Source: an optimization exercise on an open RTL-to-GDS flow (aim: small area, a short achievable clock period and few clock cycles). Production flows keep margins and buffers that such runs may drop.
The RTL was checked by simulation tests, not by an equivalence proof against the original design.
Power and IR drop assume default switching activity.

File: flow/design.v
module hfg_rec_sched #(
    parameter int REC_LAT = 2
) (
    input  logic             iClk,
    input  logic             iReset_n,
    input  logic             iStart,
    input  logic [7:0]       iNumRec,
    output logic [7:0]       oDescAddr,
    input  logic [40:0]      iDescData,
    output logic [9:0]       oIiAddr,
    input  logic [20:0]      iIiData,
    output logic [83:0]      o4Rec0,
    output logic [83:0]      o4Rec1,
    output logic [83:0]      o4Rec2,
    output logic [83:0]      o4Rec3,
    output logic [83:0]      o4Rec4,
    output logic [83:0]      o4Rec5,
    output logic [83:0]      o4Rec6,
    output logic [83:0]      o4Rec7,
    output logic [7:0]       oSign,
    output logic             oReady,
    output logic             oResValid,
    output logic [7:0]       oResMask,
    output logic             oBusy,
    output logic             oDone
);
    typedef enum logic [3:0] {
        S_IDLE, S_DESC, S_C0, S_C1, S_C2, S_C3, S_CAP, S_ISSUE, S_DRAIN
    } state_t;
    state_t             state;
    logic [7:0]         num_q;
    logic [7:0]         rec_idx;
    logic [2:0]         lane;
    logic [19:0]        desc_cd_q;
    logic [9:0]         ii_addr_q;
    logic [83:0]        lane_q [8];
    logic [7:0]         sign_q;
    logic [7:0]         pend_q;
    logic               ready_q;
    logic               busy_q;
    logic               zero_done_q;
    logic [REC_LAT-1:0] dl_v;
    logic [REC_LAT-1:0] dl_l;
    logic [7:0]         dl_m [REC_LAT];
    logic               more;
    logic               done_w;
    assign more   = ({1'b0, rec_idx} + 9'd1) < {1'b0, num_q};
    assign done_w = dl_l[REC_LAT-1] | zero_done_q;
    always_ff @(posedge iClk or negedge iReset_n) begin
        if (!iReset_n) begin
            state       <= S_IDLE;
            num_q       <= '0;
            rec_idx     <= '0;
            lane        <= '0;
            desc_cd_q   <= '0;
            ii_addr_q   <= '0;
            sign_q      <= '0;
            pend_q      <= '0;
            ready_q     <= 1'b0;
            busy_q      <= 1'b0;
            zero_done_q <= 1'b0;
            dl_v        <= '0;
            dl_l        <= '0;
            for (int i = 0; i < 8; i++) lane_q[i] <= '0;
            for (int i = 0; i < REC_LAT; i++) dl_m[i] <= '0;
        end else begin
            ready_q     <= 1'b0;
            zero_done_q <= 1'b0;
            dl_v[0] <= (state == S_ISSUE);
            dl_l[0] <= (state == S_ISSUE) && !more;
            dl_m[0] <= (state == S_ISSUE) ? pend_q : 8'h00;
            for (int i = 1; i < REC_LAT; i++) begin
                dl_v[i] <= dl_v[i-1];
                dl_l[i] <= dl_l[i-1];
                dl_m[i] <= dl_m[i-1];
            end
            case (state)
                S_IDLE: begin
                    if (iStart) begin
                        num_q   <= iNumRec;
                        rec_idx <= '0;
                        lane    <= '0;
                        sign_q  <= '0;
                        pend_q  <= '0;
                        busy_q  <= 1'b1;
                        for (int i = 0; i < 8; i++) lane_q[i] <= '0;
                        if (iNumRec == 8'd0) begin
                            zero_done_q <= 1'b1;
                            state       <= S_DRAIN;
                        end else begin
                            state <= S_DESC;
                        end
                    end
                end
                S_DESC: state <= S_C0;
                S_C0: begin
                    desc_cd_q    <= iDescData[39:20];
                    ii_addr_q    <= iDescData[19:10];
                    sign_q[lane] <= iDescData[40];
                    state        <= S_C1;
                end
                S_C1: begin
                    lane_q[lane][20:0] <= iIiData;
                    ii_addr_q          <= desc_cd_q[9:0];
                    state              <= S_C2;
                end
                S_C2: begin
                    lane_q[lane][41:21] <= iIiData;
                    ii_addr_q           <= desc_cd_q[19:10];
                    state               <= S_C3;
                end
                S_C3: begin
                    lane_q[lane][62:42] <= iIiData;
                    state               <= S_CAP;
                end
                S_CAP: begin
                    lane_q[lane][83:63] <= iIiData;
                    pend_q[lane]        <= 1'b1;
                    if (lane != 3'd7 && more) begin
                        rec_idx <= rec_idx + 8'd1;
                        lane    <= lane + 3'd1;
                        state   <= S_DESC;
                    end else begin
                        ready_q <= 1'b1;
                        state   <= S_ISSUE;
                    end
                end
                S_ISSUE: begin
                    if (more) begin
                        rec_idx <= rec_idx + 8'd1;
                        lane    <= '0;
                        sign_q  <= '0;
                        pend_q  <= '0;
                        for (int i = 0; i < 8; i++) lane_q[i] <= '0;
                        state   <= S_DESC;
                    end else begin
                        state <= S_DRAIN;
                    end
                end
                S_DRAIN: begin
                    if (done_w) begin
                        busy_q <= 1'b0;
                        state  <= S_IDLE;
                    end
                end
                default: state <= S_IDLE;
            endcase
        end
    end
    assign oIiAddr   = (state == S_C0) ? iDescData[9:0] : ii_addr_q;
    assign oDescAddr = rec_idx;
    assign o4Rec0    = lane_q[0];
    assign o4Rec1    = lane_q[1];
    assign o4Rec2    = lane_q[2];
    assign o4Rec3    = lane_q[3];
    assign o4Rec4    = lane_q[4];
    assign o4Rec5    = lane_q[5];
    assign o4Rec6    = lane_q[6];
    assign o4Rec7    = lane_q[7];
    assign oSign     = sign_q;
    assign oReady    = ready_q;
    assign oResValid = dl_v[REC_LAT-1];
    assign oResMask  = dl_m[REC_LAT-1];
    assign oBusy     = busy_q;
    assign oDone     = done_w;
endmodule
File: flow/run.sh
#!/bin/bash
# synth_recipe.tcl (not shown) runs the flow's synth.tcl, then flattens the netlist and writes it again
# the make line also repeats each setting of config.mk as NAME=value (left out here)
make -C /OpenROAD-flow-scripts/flow DESIGN_CONFIG=/design/flow/config.mk WORK_HOME=/design/flow/orfs CLKGATE_MAP_FILE= SYNTH_SCRIPT=/design/flow/synth_recipe.tcl finish
File: flow/config.mk
export PLATFORM = sky130hd
export DESIGN_NAME = hfg_rec_sched
export DESIGN_NICKNAME = hfg_rec_sched
export VERILOG_FILES = /design/flow/design.v
export SDC_FILE = /design/flow/constraint.sdc
export NUM_CORES = 4
export LEC_CHECK = 0
export CAP_MARGIN = 20
export CORE_MARGIN = 2
export CORE_UTILIZATION = 40
export SLEW_MARGIN = 20
File: flow/constraint.sdc
create_clock -name core_clock -period 4.0 [get_ports {iClk}]
set_input_delay 0.8000 -clock core_clock [delete_from_list [all_inputs] [get_ports {iClk}]]
set_output_delay 0.8000 -clock core_clock [all_outputs]
set_load 0.01 [all_outputs]
==> run notes <==
[worst max-delay path, stage by stage (launching register included)]
cell and delay [ns]:
dfrtp_1 0.45, ha_1 0.25, and4_4 0.26, nand2_1 0.10
xnor2_1 0.16, ha_1 0.30, a21o_1 0.20, a221oi_2 0.36
nand2b_4 0.31, buf_12 0.30, nand3_2 0.45, a22o_1 0.34
[power groups by stage]
stage,registers (mW),logic [mW],clock network (mW)
after floorplan,10.6,5.68,0
after global placement,10.2,10.7,0
after detailed placement,10.2,10.9,0
after CTS,10.1,10.9,7.67
after global routing,10.3,11.4,7.98
final,10.1,10.9,7.56
[cell usage after synthesis, types with 10 or more instances]
| cell | count | area [sq um] |
|---|---|---|
| mux2_4 | 95 | 1430 |
| o2bb2ai_1 | 168 | 1470 |
| o21ai_0 | 20 | 100 |
| mux2_2 | 70 | 788 |
| clkbuf_1 | 97 | 364 |
| nand2_1 | 131 | 492 |
| nand3_1 | 22 | 110 |
| buf_2 | 47 | 235 |
| a21oi_1 | 30 | 150 |
| a22o_1 | 340 | 2980 |
| ha_1 | 17 | 213 |
| mux2_1 | 13 | 146 |
| buf_6 | 41 | 462 |
| a211oi_1 | 10 | 75.1 |
| nor2_1 | 46 | 173 |
| and2_1 | 35 | 219 |
| a22oi_1 | 13 | 97.6 |
| o31ai_1 | 10 | 75.1 |
| inv_1 | 17 | 63.8 |
| buf_4 | 29 | 218 |
| nor3_1 | 10 | 50.1 |
| dfrtp_1 | 764 | 19100 |
| nand3_2 | 15 | 150 |
[final cells by class]
class,instances,area (sq um)
well taps,969,1210
clock buffers,112,2300
multi-input cells,1149,9790
inverters,18,67.6
flip-flops and latches,764,19100
repair buffers,874,8590
fillers,6057,33300
clock inverters,31,340
diodes,3,7.51
[worst max path at each step]
stage | startpoint | endpoint | slack [ns] | cells after the start
floorplan | rec_idx[0] | lane_q[6][42] | 1.05 | 13
global placement | rec_idx[0] | lane_q[4][5] | 0.47 | 11
detailed placement | rec_idx[0] | lane_q[6][43] | 0.43 | 11
CTS | state[0] | oIiAddr[0] | 0.38 | 6
global route | rec_idx[0] | lane_q[6][57] | 0.22 | 11
finish | rec_idx[0] | lane_q[6][55] | 0.39 | 11
[flip-flops by register name, indices dropped and copies added, names as in the netlist, 8 cells and up]
signal,count
lane_q,672
desc_cd_q,20
dl_m,16
ii_addr_q,10
num_q,8
pend_q,8
rec_idx,8
sign_q,8
[metal layers]
layer / up-vias / part of all wire
met4: 0 / 0.038
met2: 1201 / 0.48
met3: 207 / 0.092
met5: - / 0
met1: 11900 / 0.39
li1: 9407 / -
[metrics by stage]
| stage | std cells | cell area [sq um] | setup WS (ns) | utilization | hold slack, ns |
|---|---|---|---|---|---|
| final | 3920 | 41400 | 0.391 | 0.555 | 0.132 |
| after detailed placement | 3774 | 38800 | 0.426 | 0.519 | 0.336 |
| after global routing | 3917 | 41400 | 0.219 | 0.555 | 0.162 |
| after floorplan | 2150 | 30300 | 1.05 | - | 0.331 |
| after CTS | 3917 | 41400 | 0.376 | 0.555 | 0.146 |
| after global placement | 3774 | 38800 | 0.473 | 0.519 | 0.336 |
[cells by family after synthesis]
| group | synth area share |
|---|---|
| flops | 0.632 |
| compound gates | 0.175 |
| simple gates | 0.0601 |
| buf+inv | 0.0460 |
| mux | 0.0787 |
| fa+ha+maj | 0.00703 |
| xor+xnor | 0.00203 |
==> flow_summary.yaml <==
die:
  chipWidth_um: 279
  fp.coreArea_sq_mm: 0.0747
  ioPinCount: 783
  die-area_sq_mm: 0.0779
  core.rowCount: 100
  initial_util: 0.405
  chipHeight_um: 279
clocking:
  postCtsResizedCells: 0
  worstSkewPairLatency_ns: 0.63
  post_cts.repair.setup_buffers: 0
  cts.sink_count: 764
  tritoncts: "done"
  cts_hold_buffers: 0
  cts_max_path_buffers: 3
  cts.htree.levels: 3
  path_clk_slew_ns: 0.06
  cts_made_buffers: 81
  cts_root_buf: "clkbuf_16"
detailed_routing:
  number_of_vias_per_cell_after_detailed_routing: 5.80
  drt_pass1_iterations: 5
  dr.first_iter.drc_count: 1705
  routed-via-count: 22800
  wl_per_cell_um: 30.5
  route.detailed.drc: 0
  detail-route-antenna-nets: 0
  route.final.wire_length_um: 119000
timing:
  max_slew_margin: 0.259
  unrepaired_setup_endpoints_after_global_routing: "false"
  worstMarginPinSlew_ns: 1.11
  final_hold_viol_count: 0
  final_min_period_over_clock_period: 0.902
  setup_tns_ns: 0
  slew_viol_final: 0
  timing.final.crit_period_ns: 3.61
  achievable-frequency_mhz: 277
  fin_skew_ns: 0.0288
  setup-violations-final: 0
worst_setup_path:
  worstReg2RegEnd: "lane_q[6][55]"
  crit_path_end_kind: "flip-flop"
  critPathLaunchType: "flip-flop"
  timing.critical_path.arrival_ns: 4.11
  critical_path.max_fanout: 38
  r2r_slack_ns: 0.39
  worst_ep_required_time_ns: 4.50
  reg2regPathDepth: 11
  timing.rr.start: "rec_idx[0]"
  setup.worst_path.class: "reg2reg"
outcome:
  outcome: "complete, no violations"
global_routing:
  first_global_vias: 23000
  grt.met2_usage: 0.486
  grt_max_degree: 91
  grt_overflow: 0
  gr-usage-met3: 0.0900
  global_route.usage.total: 0.302
  global_route_wire_length_before_repair_um: 171000
  top_usage_layer: "met2"
  use_met1: 0.386
  grt_antenna_before_repair: 3
power_and_ir_drop:
  pwr-share-clk: 0.265
  power.switching_fraction: 0.361
  share_seq_of_total_power: 0.355
  power_mw: 28.6
  power.ir.vdd_worst_mv: 0.445
  power.net_switching_mw: 10.3
  powerDensity_mw_per_mm2: 689
  design_internal_power_mw: 18.2
  combinationalPowerShare: 0.380
  power.static_leakage_nw: 18.9
logic_synthesis:
  synth_area_per_cell_sq_um: 14.1
  synthDistinctLibCells: 78
  mappedNetlistArea_sq_mm: 0.0303
  postSynth.topFlopCell: "dfrtp_1"
  count_of_state_elements_after_synthesis: 764
  mapped_nets: 2240
  synth_cells: 2150
  async_reset_ff_frac: 1.00
  yosys_warnings: 3
  synth_enable_flop_cells: 0
  synth_seq_area_share: 0.632
layout:
  final_nets: 2978
  final_cell_mix: "clkdlybuf4s50_1, dfrtp_1, a22o_1"
  drive_above_1_share: 0.154
  syn2layout_area_growth_pct: 36.9
  mostFrequentLayoutCell: "clkdlybuf4s50_1"
run:
  cap_viol_max_count: 0
placed_design:
  globalplace.congestion: 0.903
  dp_hpwl_um: 82800
  placement.io_buffers: 782
min_path:
  holdCritPathClass: "in2async"
Testbench counts, summed over its fixed seeds: cycles 149,357.

[separate check: timing with driven ports]
How much do the figures lean on ideal ports? The routed layout below was timed once more, with nothing changed but the port constraints. Step 1 (the two cells are an assumption about what drives the block):
set clk [get_ports {iClk}]
set_driving_cell -lib_cell sky130_fd_sc_hd__clkbuf_16 $clk
set_driving_cell -lib_cell sky130_fd_sc_hd__buf_2 [delete_from_list [all_inputs] $clk]
Step 2, shift: input delay + t, output delay - t, t = (earliest + latest rising clock arrival at the registers) / 2. This alone moves slack from input paths to output paths. Three values: ideal ports, drivers, drivers and shift; two values: the first two.
shift t [ns]: 0.674
setup WS [ns]: 0.391 / 0.362 / 0.391
clock arrival spread, ns: 0.036 / 0.036
After both steps setup and hold are still met in this run. The setup slack of this run moves by -0.029 ns with the drivers and by 0.000 ns with both steps.
